This is an optimization exercise on Yosys and OpenROAD, whose aim is small area, a short achievable clock period and few clock cycles, not a production implementation. Function not checked in this run: the RTL went through the layout flow alone. Power is estimated from default activity; no workload was simulated.

==> design/flow/design.v <==
package mul16_pkg;
  localparam int HALF_W = 8;
  localparam int OP_W   = 16;
  localparam int PROD_W = 32;
  localparam int LANES = 4;
  localparam int CLA_GRP = 4;
  localparam int ADR_W = 2;
  typedef enum logic [ADR_W-1:0] {
    REG_OPERANDS = 2'd0,   
    REG_PRODUCT  = 2'd1,
    REG_STATUS   = 2'd2    
  } wb_reg_e;
  typedef enum logic [1:0] {
    ST_IDLE = 2'd0,
    ST_BUSY = 2'd1,
    ST_DONE = 2'd2
  } mul_state_e;
endpackage
`timescale 1ns/1ps
module mul16_top (
  input  logic        clk,
  input  logic        rst,
  input  logic        wb_cyc,
  input  logic        wb_stb,
  input  logic        wb_we,
  input  logic [1:0]  wb_adr,
  input  logic [31:0] wb_dat_w,
  output logic [31:0] wb_dat_r,
  output logic        wb_ack
);
  logic        req;
  logic        accept;
  logic        busy_q;
  logic        done_q;
  logic [3:0]  ph_q;
  logic        rd_ops_q;
  logic        rd_prod_q;
  logic        rd_stat_q;
  logic [15:0] a;
  logic [15:0] b;
  logic [17:0] a3;
  logic [17:0] a3_in;
  logic [3:0]  nib;
  logic [1:0]  s1_q;
  logic [1:0]  s2_q;
  logic [1:0]  s3_q;
  logic [31:0] acc_q;
  logic [19:0] row_a;
  logic [19:0] row_b;
  logic [19:0] mac;
  logic pp1;
  logic pp2;
  logic pp3;
  logic pp4;
  logic pp5;
  logic pp6;
  logic pp7;
  logic pp8;
  logic pp9;
  logic pp10;
  logic pp11;
  logic pp12;
  logic pp13;
  logic pp14;
  logic pp15;
  logic pp16;
  logic pp17;
  logic pp18;
  logic pp19;
  logic pp20;
  logic pp21;
  logic pp22;
  logic pp23;
  logic pp24;
  logic pp25;
  logic pp26;
  logic pp27;
  logic pp28;
  logic pp29;
  logic pp30;
  logic pp31;
  logic pp32;
  logic pp33;
  logic pp34;
  logic pp35;
  logic pp36;
  logic ah37;
  logic ah38;
  logic ah39;
  logic ah40;
  logic ah41;
  logic ah42;
  logic ah43;
  logic ah44;
  logic ah45;
  logic ah46;
  logic ah47;
  logic ah48;
  logic ah49;
  logic ah50;
  logic ah51;
  logic ah52;
  logic hs53;
  logic hc54;
  logic fs55;
  logic fc56;
  logic fs57;
  logic fc58;
  logic fs59;
  logic fc60;
  logic fs61;
  logic fc62;
  logic fs63;
  logic fc64;
  logic fs65;
  logic fc66;
  logic fs67;
  logic fc68;
  logic fs69;
  logic fc70;
  logic fs71;
  logic fc72;
  logic fs73;
  logic fc74;
  logic fs75;
  logic fc76;
  logic fs77;
  logic fc78;
  logic fs79;
  logic fc80;
  logic hs81;
  logic hc82;
  logic hs83;
  logic hc84;
  assign req    = wb_cyc & wb_stb & ~wb_ack;
  assign accept = req & wb_we & (wb_adr == 2'd0) & ~busy_q;
  always_ff @(posedge clk) begin
    if (rst) begin
      wb_ack <= 1'b0;
      done_q <= 1'b0;
      busy_q <= 1'b0;
      ph_q   <= '0;
    end else begin
      wb_ack <= req;
      if (accept) begin
        done_q <= 1'b1;
        busy_q <= 1'b1;
      end else if (ph_q[3]) begin
        busy_q <= 1'b0;
      end
      ph_q <= {ph_q[2:0], accept};
    end
  end
  assign a3_in = {2'b00, wb_dat_w[15:0]} + {1'b0, wb_dat_w[15:0], 1'b0};
  always_ff @(posedge clk) begin
    if (accept) begin
      a  <= wb_dat_w[15:0];
      b  <= wb_dat_w[31:16];
      a3 <= a3_in;
    end
  end
  always_comb begin
    if (accept) begin
      nib = wb_dat_w[19:16];
    end else if (ph_q[0]) begin
      nib = b[7:4];
    end else if (ph_q[1]) begin
      nib = b[11:8];
    end else begin
      nib = b[15:12];
    end
  end
  always_ff @(posedge clk) begin
    s1_q <= {nib[3:2] == 2'd1, nib[1:0] == 2'd1};
    s2_q <= {nib[3:2] == 2'd2, nib[1:0] == 2'd2};
    s3_q <= {nib[3:2] == 2'd3, nib[1:0] == 2'd3};
  end
  assign pp1 = (s1_q[0] & a[0]) | (s3_q[0] & a3[0]);
  assign pp2 = (s1_q[0] & a[1]) | (s2_q[0] & a[0]) | (s3_q[0] & a3[1]);
  assign pp3 = (s1_q[0] & a[2]) | (s2_q[0] & a[1]) | (s3_q[0] & a3[2]);
  assign pp4 = (s1_q[0] & a[3]) | (s2_q[0] & a[2]) | (s3_q[0] & a3[3]);
  assign pp5 = (s1_q[0] & a[4]) | (s2_q[0] & a[3]) | (s3_q[0] & a3[4]);
  assign pp6 = (s1_q[0] & a[5]) | (s2_q[0] & a[4]) | (s3_q[0] & a3[5]);
  assign pp7 = (s1_q[0] & a[6]) | (s2_q[0] & a[5]) | (s3_q[0] & a3[6]);
  assign pp8 = (s1_q[0] & a[7]) | (s2_q[0] & a[6]) | (s3_q[0] & a3[7]);
  assign pp9 = (s1_q[0] & a[8]) | (s2_q[0] & a[7]) | (s3_q[0] & a3[8]);
  assign pp10 = (s1_q[0] & a[9]) | (s2_q[0] & a[8]) | (s3_q[0] & a3[9]);
  assign pp11 = (s1_q[0] & a[10]) | (s2_q[0] & a[9]) | (s3_q[0] & a3[10]);
  assign pp12 = (s1_q[0] & a[11]) | (s2_q[0] & a[10]) | (s3_q[0] & a3[11]);
  assign pp13 = (s1_q[0] & a[12]) | (s2_q[0] & a[11]) | (s3_q[0] & a3[12]);
  assign pp14 = (s1_q[0] & a[13]) | (s2_q[0] & a[12]) | (s3_q[0] & a3[13]);
  assign pp15 = (s1_q[0] & a[14]) | (s2_q[0] & a[13]) | (s3_q[0] & a3[14]);
  assign pp16 = (s1_q[0] & a[15]) | (s2_q[0] & a[14]) | (s3_q[0] & a3[15]);
  assign pp17 = (s2_q[0] & a[15]) | (s3_q[0] & a3[16]);
  assign pp18 = (s3_q[0] & a3[17]);
  assign pp19 = (s1_q[1] & a[0]) | (s3_q[1] & a3[0]);
  assign pp20 = (s1_q[1] & a[1]) | (s2_q[1] & a[0]) | (s3_q[1] & a3[1]);
  assign pp21 = (s1_q[1] & a[2]) | (s2_q[1] & a[1]) | (s3_q[1] & a3[2]);
  assign pp22 = (s1_q[1] & a[3]) | (s2_q[1] & a[2]) | (s3_q[1] & a3[3]);
  assign pp23 = (s1_q[1] & a[4]) | (s2_q[1] & a[3]) | (s3_q[1] & a3[4]);
  assign pp24 = (s1_q[1] & a[5]) | (s2_q[1] & a[4]) | (s3_q[1] & a3[5]);
  assign pp25 = (s1_q[1] & a[6]) | (s2_q[1] & a[5]) | (s3_q[1] & a3[6]);
  assign pp26 = (s1_q[1] & a[7]) | (s2_q[1] & a[6]) | (s3_q[1] & a3[7]);
  assign pp27 = (s1_q[1] & a[8]) | (s2_q[1] & a[7]) | (s3_q[1] & a3[8]);
  assign pp28 = (s1_q[1] & a[9]) | (s2_q[1] & a[8]) | (s3_q[1] & a3[9]);
  assign pp29 = (s1_q[1] & a[10]) | (s2_q[1] & a[9]) | (s3_q[1] & a3[10]);
  assign pp30 = (s1_q[1] & a[11]) | (s2_q[1] & a[10]) | (s3_q[1] & a3[11]);
  assign pp31 = (s1_q[1] & a[12]) | (s2_q[1] & a[11]) | (s3_q[1] & a3[12]);
  assign pp32 = (s1_q[1] & a[13]) | (s2_q[1] & a[12]) | (s3_q[1] & a3[13]);
  assign pp33 = (s1_q[1] & a[14]) | (s2_q[1] & a[13]) | (s3_q[1] & a3[14]);
  assign pp34 = (s1_q[1] & a[15]) | (s2_q[1] & a[14]) | (s3_q[1] & a3[15]);
  assign pp35 = (s2_q[1] & a[15]) | (s3_q[1] & a3[16]);
  assign pp36 = (s3_q[1] & a3[17]);
  assign ah37 = acc_q[16] & ~ph_q[0];
  assign ah38 = acc_q[17] & ~ph_q[0];
  assign ah39 = acc_q[18] & ~ph_q[0];
  assign ah40 = acc_q[19] & ~ph_q[0];
  assign ah41 = acc_q[20] & ~ph_q[0];
  assign ah42 = acc_q[21] & ~ph_q[0];
  assign ah43 = acc_q[22] & ~ph_q[0];
  assign ah44 = acc_q[23] & ~ph_q[0];
  assign ah45 = acc_q[24] & ~ph_q[0];
  assign ah46 = acc_q[25] & ~ph_q[0];
  assign ah47 = acc_q[26] & ~ph_q[0];
  assign ah48 = acc_q[27] & ~ph_q[0];
  assign ah49 = acc_q[28] & ~ph_q[0];
  assign ah50 = acc_q[29] & ~ph_q[0];
  assign ah51 = acc_q[30] & ~ph_q[0];
  assign ah52 = acc_q[31] & ~ph_q[0];
  assign {hc54, hs53} = {1'b0, pp3} + {1'b0, pp19};
  assign {fc56, fs55} = {1'b0, pp4} + {1'b0, pp20} + {1'b0, ah40};
  assign {fc58, fs57} = {1'b0, pp5} + {1'b0, pp21} + {1'b0, ah41};
  assign {fc60, fs59} = {1'b0, pp6} + {1'b0, pp22} + {1'b0, ah42};
  assign {fc62, fs61} = {1'b0, pp7} + {1'b0, pp23} + {1'b0, ah43};
  assign {fc64, fs63} = {1'b0, pp8} + {1'b0, pp24} + {1'b0, ah44};
  assign {fc66, fs65} = {1'b0, pp9} + {1'b0, pp25} + {1'b0, ah45};
  assign {fc68, fs67} = {1'b0, pp10} + {1'b0, pp26} + {1'b0, ah46};
  assign {fc70, fs69} = {1'b0, pp11} + {1'b0, pp27} + {1'b0, ah47};
  assign {fc72, fs71} = {1'b0, pp12} + {1'b0, pp28} + {1'b0, ah48};
  assign {fc74, fs73} = {1'b0, pp13} + {1'b0, pp29} + {1'b0, ah49};
  assign {fc76, fs75} = {1'b0, pp14} + {1'b0, pp30} + {1'b0, ah50};
  assign {fc78, fs77} = {1'b0, pp15} + {1'b0, pp31} + {1'b0, ah51};
  assign {fc80, fs79} = {1'b0, pp16} + {1'b0, pp32} + {1'b0, ah52};
  assign {hc82, hs81} = {1'b0, pp17} + {1'b0, pp33};
  assign {hc84, hs83} = {1'b0, pp18} + {1'b0, pp34};
  assign row_a = {pp36, pp35, hc82, fc80, fc78, fc76, fc74, fc72, fc70, fc68, fc66, fc64, fc62, fc60, fc58, fc56, hc54, ah39, pp2, pp1};
  assign row_b = {1'b0, hc84, hs83, hs81, fs79, fs77, fs75, fs73, fs71, fs69, fs67, fs65, fs63, fs61, fs59, fs57, fs55, hs53, ah38, ah37};
  logic [19:0] cg0, cp0;
  assign cg0 = row_a & row_b;
  assign cp0 = row_a ^ row_b;
  logic xg1, xp1;
  assign xg1 = cg0[1] | (cp0[1] & cg0[0]);
  assign xp1 = cp0[1] & cp0[0];
  logic xg2, xp2;
  assign xg2 = cg0[3] | (cp0[3] & cg0[2]);
  assign xp2 = cp0[3] & cp0[2];
  logic xg3, xp3;
  assign xg3 = cg0[5] | (cp0[5] & cg0[4]);
  assign xp3 = cp0[5] & cp0[4];
  logic xg4, xp4;
  assign xg4 = cg0[7] | (cp0[7] & cg0[6]);
  assign xp4 = cp0[7] & cp0[6];
  logic xg5, xp5;
  assign xg5 = cg0[9] | (cp0[9] & cg0[8]);
  assign xp5 = cp0[9] & cp0[8];
  logic xg6, xp6;
  assign xg6 = cg0[11] | (cp0[11] & cg0[10]);
  assign xp6 = cp0[11] & cp0[10];
  logic xg7, xp7;
  assign xg7 = cg0[13] | (cp0[13] & cg0[12]);
  assign xp7 = cp0[13] & cp0[12];
  logic xg8, xp8;
  assign xg8 = cg0[15] | (cp0[15] & cg0[14]);
  assign xp8 = cp0[15] & cp0[14];
  logic xg9, xp9;
  assign xg9 = cg0[17] | (cp0[17] & cg0[16]);
  assign xp9 = cp0[17] & cp0[16];
  logic xg10, xp10;
  assign xg10 = cg0[19] | (cp0[19] & cg0[18]);
  assign xp10 = cp0[19] & cp0[18];
  logic xg11, xp11;
  assign xg11 = cg0[2] | (cp0[2] & xg1);
  assign xp11 = cp0[2] & xp1;
  logic xg12, xp12;
  assign xg12 = xg2 | (xp2 & xg1);
  assign xp12 = xp2 & xp1;
  logic xg13, xp13;
  assign xg13 = cg0[6] | (cp0[6] & xg3);
  assign xp13 = cp0[6] & xp3;
  logic xg14, xp14;
  assign xg14 = xg4 | (xp4 & xg3);
  assign xp14 = xp4 & xp3;
  logic xg15, xp15;
  assign xg15 = cg0[10] | (cp0[10] & xg5);
  assign xp15 = cp0[10] & xp5;
  logic xg16, xp16;
  assign xg16 = xg6 | (xp6 & xg5);
  assign xp16 = xp6 & xp5;
  logic xg17, xp17;
  assign xg17 = cg0[14] | (cp0[14] & xg7);
  assign xp17 = cp0[14] & xp7;
  logic xg18, xp18;
  assign xg18 = xg8 | (xp8 & xg7);
  assign xp18 = xp8 & xp7;
  logic xg19, xp19;
  assign xg19 = cg0[18] | (cp0[18] & xg9);
  assign xp19 = cp0[18] & xp9;
  logic xg20, xp20;
  assign xg20 = xg10 | (xp10 & xg9);
  assign xp20 = xp10 & xp9;
  logic xg21, xp21;
  assign xg21 = cg0[4] | (cp0[4] & xg12);
  assign xp21 = cp0[4] & xp12;
  logic xg22, xp22;
  assign xg22 = xg3 | (xp3 & xg12);
  assign xp22 = xp3 & xp12;
  logic xg23, xp23;
  assign xg23 = xg13 | (xp13 & xg12);
  assign xp23 = xp13 & xp12;
  logic xg24, xp24;
  assign xg24 = xg14 | (xp14 & xg12);
  assign xp24 = xp14 & xp12;
  logic xg25, xp25;
  assign xg25 = cg0[12] | (cp0[12] & xg16);
  assign xp25 = cp0[12] & xp16;
  logic xg26, xp26;
  assign xg26 = xg7 | (xp7 & xg16);
  assign xp26 = xp7 & xp16;
  logic xg27, xp27;
  assign xg27 = xg17 | (xp17 & xg16);
  assign xp27 = xp17 & xp16;
  logic xg28, xp28;
  assign xg28 = xg18 | (xp18 & xg16);
  assign xp28 = xp18 & xp16;
  logic xg29, xp29;
  assign xg29 = cg0[8] | (cp0[8] & xg24);
  assign xp29 = cp0[8] & xp24;
  logic xg30, xp30;
  assign xg30 = xg5 | (xp5 & xg24);
  assign xp30 = xp5 & xp24;
  logic xg31, xp31;
  assign xg31 = xg15 | (xp15 & xg24);
  assign xp31 = xp15 & xp24;
  logic xg32, xp32;
  assign xg32 = xg16 | (xp16 & xg24);
  assign xp32 = xp16 & xp24;
  logic xg33, xp33;
  assign xg33 = xg25 | (xp25 & xg24);
  assign xp33 = xp25 & xp24;
  logic xg34, xp34;
  assign xg34 = xg26 | (xp26 & xg24);
  assign xp34 = xp26 & xp24;
  logic xg35, xp35;
  assign xg35 = xg27 | (xp27 & xg24);
  assign xp35 = xp27 & xp24;
  logic xg36, xp36;
  assign xg36 = xg28 | (xp28 & xg24);
  assign xp36 = xp28 & xp24;
  logic xg37, xp37;
  assign xg37 = cg0[16] | (cp0[16] & xg36);
  assign xp37 = cp0[16] & xp36;
  logic xg38, xp38;
  assign xg38 = xg9 | (xp9 & xg36);
  assign xp38 = xp9 & xp36;
  logic xg39, xp39;
  assign xg39 = xg19 | (xp19 & xg36);
  assign xp39 = xp19 & xp36;
  logic xg40, xp40;
  assign xg40 = xg20 | (xp20 & xg36);
  assign xp40 = xp20 & xp36;
  assign mac = cp0 ^ {xg39, xg38, xg37, xg36, xg35, xg34, xg33, xg32, xg31, xg30, xg29, xg24, xg23, xg22, xg21, xg12, xg11, xg1, cg0[0], 1'b0};
  always_ff @(posedge clk) begin
    if (busy_q) begin
      acc_q <= {mac, acc_q[15:4]};
    end
  end
  always_ff @(posedge clk) begin
    rd_ops_q  <= wb_adr == 2'd0;
    rd_prod_q <= (wb_adr == 2'd1) & done_q;
    rd_stat_q <= wb_adr == 2'd2;
  end
  assign wb_dat_r = ({32{rd_ops_q}} & {b, a}) |
                    ({32{rd_prod_q}} & acc_q) |
                    ({32{rd_stat_q}} & {30'd0, done_q & ~busy_q, busy_q});
endmodule
==> design/flow/flow/run.sh <==
#!/bin/bash
# The standard layout (standard.sh) with two changes:
#  - ports are buffered with sky130_fd_sc_hd__buf_1 instead of the delay
#    buffer that buffer_ports picks by default;
#  - CTS uses small clock buffers and no dummy loads (the tree feeds ~80 flops).
# All tool output goes to standard_flow.log (and ORFS's own logs under orfs/).
set -euo pipefail
export BUFFER_PORTS_ARGS="-buffer_cell sky130_fd_sc_hd__buf_1"
export CTS_ARGS="-sink_clustering_enable -repair_clock_nets -dont_use_dummy_load -buf_list {sky130_fd_sc_hd__clkbuf_4 sky130_fd_sc_hd__clkbuf_8} -root_buf sky130_fd_sc_hd__clkbuf_8"
bash standard.sh "BUFFER_PORTS_ARGS=$BUFFER_PORTS_ARGS" "CTS_ARGS=$CTS_ARGS" finish > standard_flow.log 2>&1
==> design/flow/standard.sh <==
#!/bin/bash
# synth_recipe.tcl (not shown) runs the flow's synth.tcl, then flattens the netlist and writes it again
# the make line also repeats each setting of config.mk as NAME=value (left out here)
make -C /OpenROAD-flow-scripts/flow DESIGN_CONFIG=/design/flow/config.mk WORK_HOME=/design/flow/orfs CLKGATE_MAP_FILE= SYNTH_SCRIPT=/design/flow/synth_recipe.tcl "${@:-finish}"
==> design/flow/config.mk <==
export PLATFORM = sky130hd
export DESIGN_NAME = mul16_top
export DESIGN_NICKNAME = mul16_top
export VERILOG_FILES = /design/flow/design.v
export SDC_FILE = /design/flow/constraint.sdc
export NUM_CORES = 4
export LEC_CHECK = 0
export CAP_MARGIN = 20
export CORE_MARGIN = 2
export CORE_UTILIZATION = 40
export SETUP_SLACK_MARGIN = 2.0
export SLEW_MARGIN = 20
==> design/flow/constraint.sdc <==
create_clock -name core_clock -period 6.5 [get_ports {clk}]
set_input_delay 1.3000 -clock core_clock [delete_from_list [all_inputs] [get_ports {clk}]]
set_output_delay 1.3000 -clock core_clock [all_outputs]
set_load 0.01 [all_outputs]
==> notes.md <==
[cell usage after synthesis (15+ instances only)]
cell type / n
sky130_fd_sc_hd__a21oi_1: 24
sky130_fd_sc_hd__a222oi_1: 31
sky130_fd_sc_hd__a22o_1: 32
sky130_fd_sc_hd__clkbuf_1: 17
sky130_fd_sc_hd__dfxtp_1: 16
sky130_fd_sc_hd__edfxtp_1: 81
sky130_fd_sc_hd__fa_1: 19
sky130_fd_sc_hd__ha_1: 38
sky130_fd_sc_hd__inv_1: 47
sky130_fd_sc_hd__nand2_1: 15
sky130_fd_sc_hd__nand2b_1: 15
sky130_fd_sc_hd__nor2_1: 27
sky130_fd_sc_hd__xnor2_1: 16
[worst max path at each step]
stage	depth (start not counted)	slack (ns)	start	endpoint
after detailed placement	11	2.81	s3_q[0]$_DFF_P_	acc_q[28]$_DFFE_PP_
after global placement	11	2.91	s3_q[0]$_DFF_P_	acc_q[28]$_DFFE_PP_
final	11	2.70	s3_q[0]$_DFF_P_	acc_q[28]$_DFFE_PP_
after CTS	11	2.76	s3_q[0]$_DFF_P_	acc_q[28]$_DFFE_PP_
after global routing	11	2.53	s3_q[0]$_DFF_P_	acc_q[28]$_DFFE_PP_
after floorplan	5	2.94	wb_adr[1]	s2_q[0]$_DFF_P_
[routing by layer]
metal | GRT usage (%) | part of all wire [%] | vias to the layer above
met5 | 0 | 0 | -
met4 | 4.119 | 0.75 | 0
met3 | 4.853 | 6.9 | 6
met2 | 30.22 | 45 | 163
met1 | 26.48 | 47 | 2063
li1 | - | - | 1992
[layout make-up]
| cell class | instances | share of cell area [%] |
|---|---|---|
| Clock buffer | 9 | 1.958 |
| Inverter | 47 | 2.789 |
| Multi-Input combinational cell | 325 | 43.49 |
| Sequential cell | 97 | 43.51 |
| Tap cell | 180 | 3.560 |
| Timing Repair Buffer | 75 | 4.687 |
[sequential cells by signal, summed over array words and instances, names as in the netlist, 2 cells and up]
name   cells
a         15
a3        18
acc_q     32
b         16
ph_q       4
s1_q       2
s2_q       2
s3_q       2
[power by group]
group	switching (mW)	internal (mW)	total [mW]
sequential	0.0114	0.694	0.705
clock	0.189	0.124	0.313
combinational	0.134	0.0981	0.232
total	0.334	0.916	1.25
[through the flow]
step | total power, mW | cell area [sq um] | util, % | worst slack, ns
6_report | 1.251 | 6326 | 45.40 | 2.705
5_1_grt | 1.314 | 6326 | 45.40 | 2.527
4_1_cts | 1.262 | 6326 | 45.40 | 2.759
3_5_place_dp | 0.9497 | 6202 | 44.51 | 2.813
3_3_place_gp | 0.9432 | 6202 | 44.51 | 2.915
2_1_floorplan | 0.8848 | 5749 | - | 2.936
[cells by family (layout without fill, tap and decap cells)]
| group | count (synthesis) | in the layout |
|---|---|---|
| and+or+nand+nor | 105 | 105 |
| AOI/OAI and AO/OA | 136 | 136 |
| adders and majority gates | 57 | 57 |
| xor gates and xnor gates | 23 | 23 |
| muxes | 4 | 4 |
| DFF | 97 | 97 |
| buffers and inverters | 66 | 131 |
==> impl_metrics.json <==
{
  "buffer_ports.inserted": 71,
  "num_io_pins": 72,
  "htree_num_levels": 3,
  "synth-simple-area-share_pct": 9.536,
  "placeableCoreArea_sq_um": 13930,
  "postRouteWirelength_microns": 14080,
  "hold_viol": 0,
  "run_status": "no timing/DRC/antenna violations",
  "drv_cap": 0,
  "die_area_sq_um": 15340,
  "final.setup_skew_ns": 0.03597,
  "seq_cell_area_sq_um": 2753,
  "synthAdderAreaFrac_pct": 14.89,
  "net_count_of_the_mapped_netlist": 584,
  "crit_path_cell_trace": "a222oi_1 > fa_1 > inv_1 > ha_1 > o211ai_2 > o211a_1 > or3_4 > nand2_1 > a21oi_1 > o21bai_1 > fa_1",
  "synth-compound-area-share_pct": 19.12,
  "number_of_routed_nets_with_antenna_violations": 0,
  "synth.avg_cell_area_sq_um": 11.78,
  "grt_first_pass_wirelength_microns": 21630,
  "yosysWarnings": 1,
  "detailroute.via_count": 4224,
  "timing.critical_path.max_delay_family": "adder cells",
  "commonest_cells_after_routing_fill_and_taps_aside": "sky130_fd_sc_hd__edfxtp_1, sky130_fd_sc_hd__buf_1, sky130_fd_sc_hd__inv_1",
  "postCtsSetupBuffers": 0,
  "clk_pin_slew_ns": 0.09,
  "floorplan.rows": 43,
  "n_antenna_cell": 0,
  "finish.net_count": 651,
  "cells_on_worst_hold_path": 1,
  "fin_setup_tns_ns": 0,
  "clk-insertion-delay-late_ns": 0.39,
  "r2r_end": "acc_q[28]$_DFFE_PP_",
  "holdCritStartpoint": "ph_q[2]$_SDFF_PP0_",
  "max_clock_freq_ghz": 0.2635,
  "dieHeight_microns": 123.9,
  "hold_path_class": "reg2reg",
  "async_reset_ff_share_pct": 0,
  "synthesis.instances": 488,
  "die_w_microns": 123.9,
  "grt_setup_unrepaired": "no",
  "fin_crit_ns": 3.795,
  "post_route_cells_drive_above_1_share_pct": 3.978,
  "synth.cell_area_sq_um": 5747,
  "max_slew.worst_pin.slew_ns": 0.7633,
  "grt_start_max_net_pins": 58,
  "timing.reg2reg.setup_slack_ns": 2.70,
  "r2r_start": "s3_q[0]$_DFF_P_",
  "layoutNonFillerInstCount": 733,
  "via_count_of_the_first_global_routing_pass": 4099,
  "detail_route.vias_per_cell": 5.763,
  "grt_overflow": 0,
  "place_inst": 724,
  "post_synthesis_share_of_cell_area_spent_on_xor_and_xnor_gates_pct": 3.505,
  "setup_viol": 0,
  "place.gp.congestion": 0.8808,
  "hold_ws_ns": 0.4532,
  "startpoint_type": "register",
  "yosysTopAreaCellShare_pct": 42.33,
  "layout_area_overhead_pct": 10.08,
  "cts-root-to-sink-buffers": 2,
  "power.density_nw_per_um2": 197.7,
  "worstRegToRegCells": 11,
  "p_leak_nw": 2.420,
  "cts_num_sinks": 97,
  "antenna_found_initial": 0,
  "setup.worst_path.class": "reg2reg",
  "highest_delay_cell_along_the_critical_path": "sky130_fd_sc_hd__dfxtp_1",
  "multi_input_area_sq_um": 2751,
  "floorplan.initialDensity_pct": 41.24,
  "synth_top_family_by_area": "compound AO/OA/AOI/OAI gates",
  "top_post_synthesis_cells_by_area": "sky130_fd_sc_hd__edfxtp_1, sky130_fd_sc_hd__ha_1, sky130_fd_sc_hd__fa_1",
  "maxSlewHeadroom_pct": 49.04,
  "cts_hold_buf": 0,
  "synth_ff_type": "sky130_fd_sc_hd__edfxtp_1",
  "count_of_filler_cells_inserted_in_the_layout": 1296,
  "synth_seq_area_share_pct": 47.90,
  "timing.final.max_slew_violations": 0,
  "post_drt_wl_per_cell_microns": 19.21,
  "initialDrtViolationCount": 369,
  "cp_slowest_stage_delay_ns": 0.70,
  "timing.critical_path.fanout_max": 18,
  "clock-root-buffer": "sky130_fd_sc_hd__clkbuf_8",
  "worstSetupEndpointType": "register",
  "synth_seq_cells": 97,
  "vdd_ir_drop_max_mv": 0.1053,
  "cts_tree": "yes",
  "pre_antenna_drt_iters": 10,
  "cts_resized": 0,
  "synth.area.mux_share_pct": 0.6967,
  "dp_hpwl_microns": 10570,
  "crit_required_ns": 6.60,
  "drcViolationCount": 0,
  "critical_path.n_buffers_inverters": 1,
  "synth_cell_types": 52,
  "synth-edff-count": 81,
  "commonest_non_fill_non_tap_cell_in_the_layout": "sky130_fd_sc_hd__edfxtp_1",
  "grt_overall_usage_pct": 19.07,
  "worst_path_most_repeated_cell": "sky130_fd_sc_hd__fa_1",
  "synth_largest_area_cell": "sky130_fd_sc_hd__edfxtp_1",
  "final_period_util_pct": 58.39,
  "holdPathEnd": "ph_q[3]$_SDFF_PP0_",
  "cp.arrival_ns": 3.89,
  "numCtsBuffers": 9
}

separate check: timing with driven ports:
How much do the figures lean on ideal ports? The routed layout below was timed once more, with nothing changed but the port constraints.
Step 1, drivers: a clkbuf_16 drives clk and a buf_2 each remaining input, both assumed.
Step 2 adds t to the input delays and takes it off the output delays; t is the mean of the earliest and latest rising clock arrival at the registers after step 1. Input paths then give back, and output paths get back, about the clock's delay inside the block.
Three values: no drivers, after step 1, after step 2; two values: the first two.
shift t [ns]: 0.406
setup slack, ns: 2.705 / 2.705 / 2.705
worst setup path at the end: register to register
After both steps this run still meets setup and hold. The setup slack of this run moves by 0.000 ns with the drivers and by 0.000 ns with both steps.
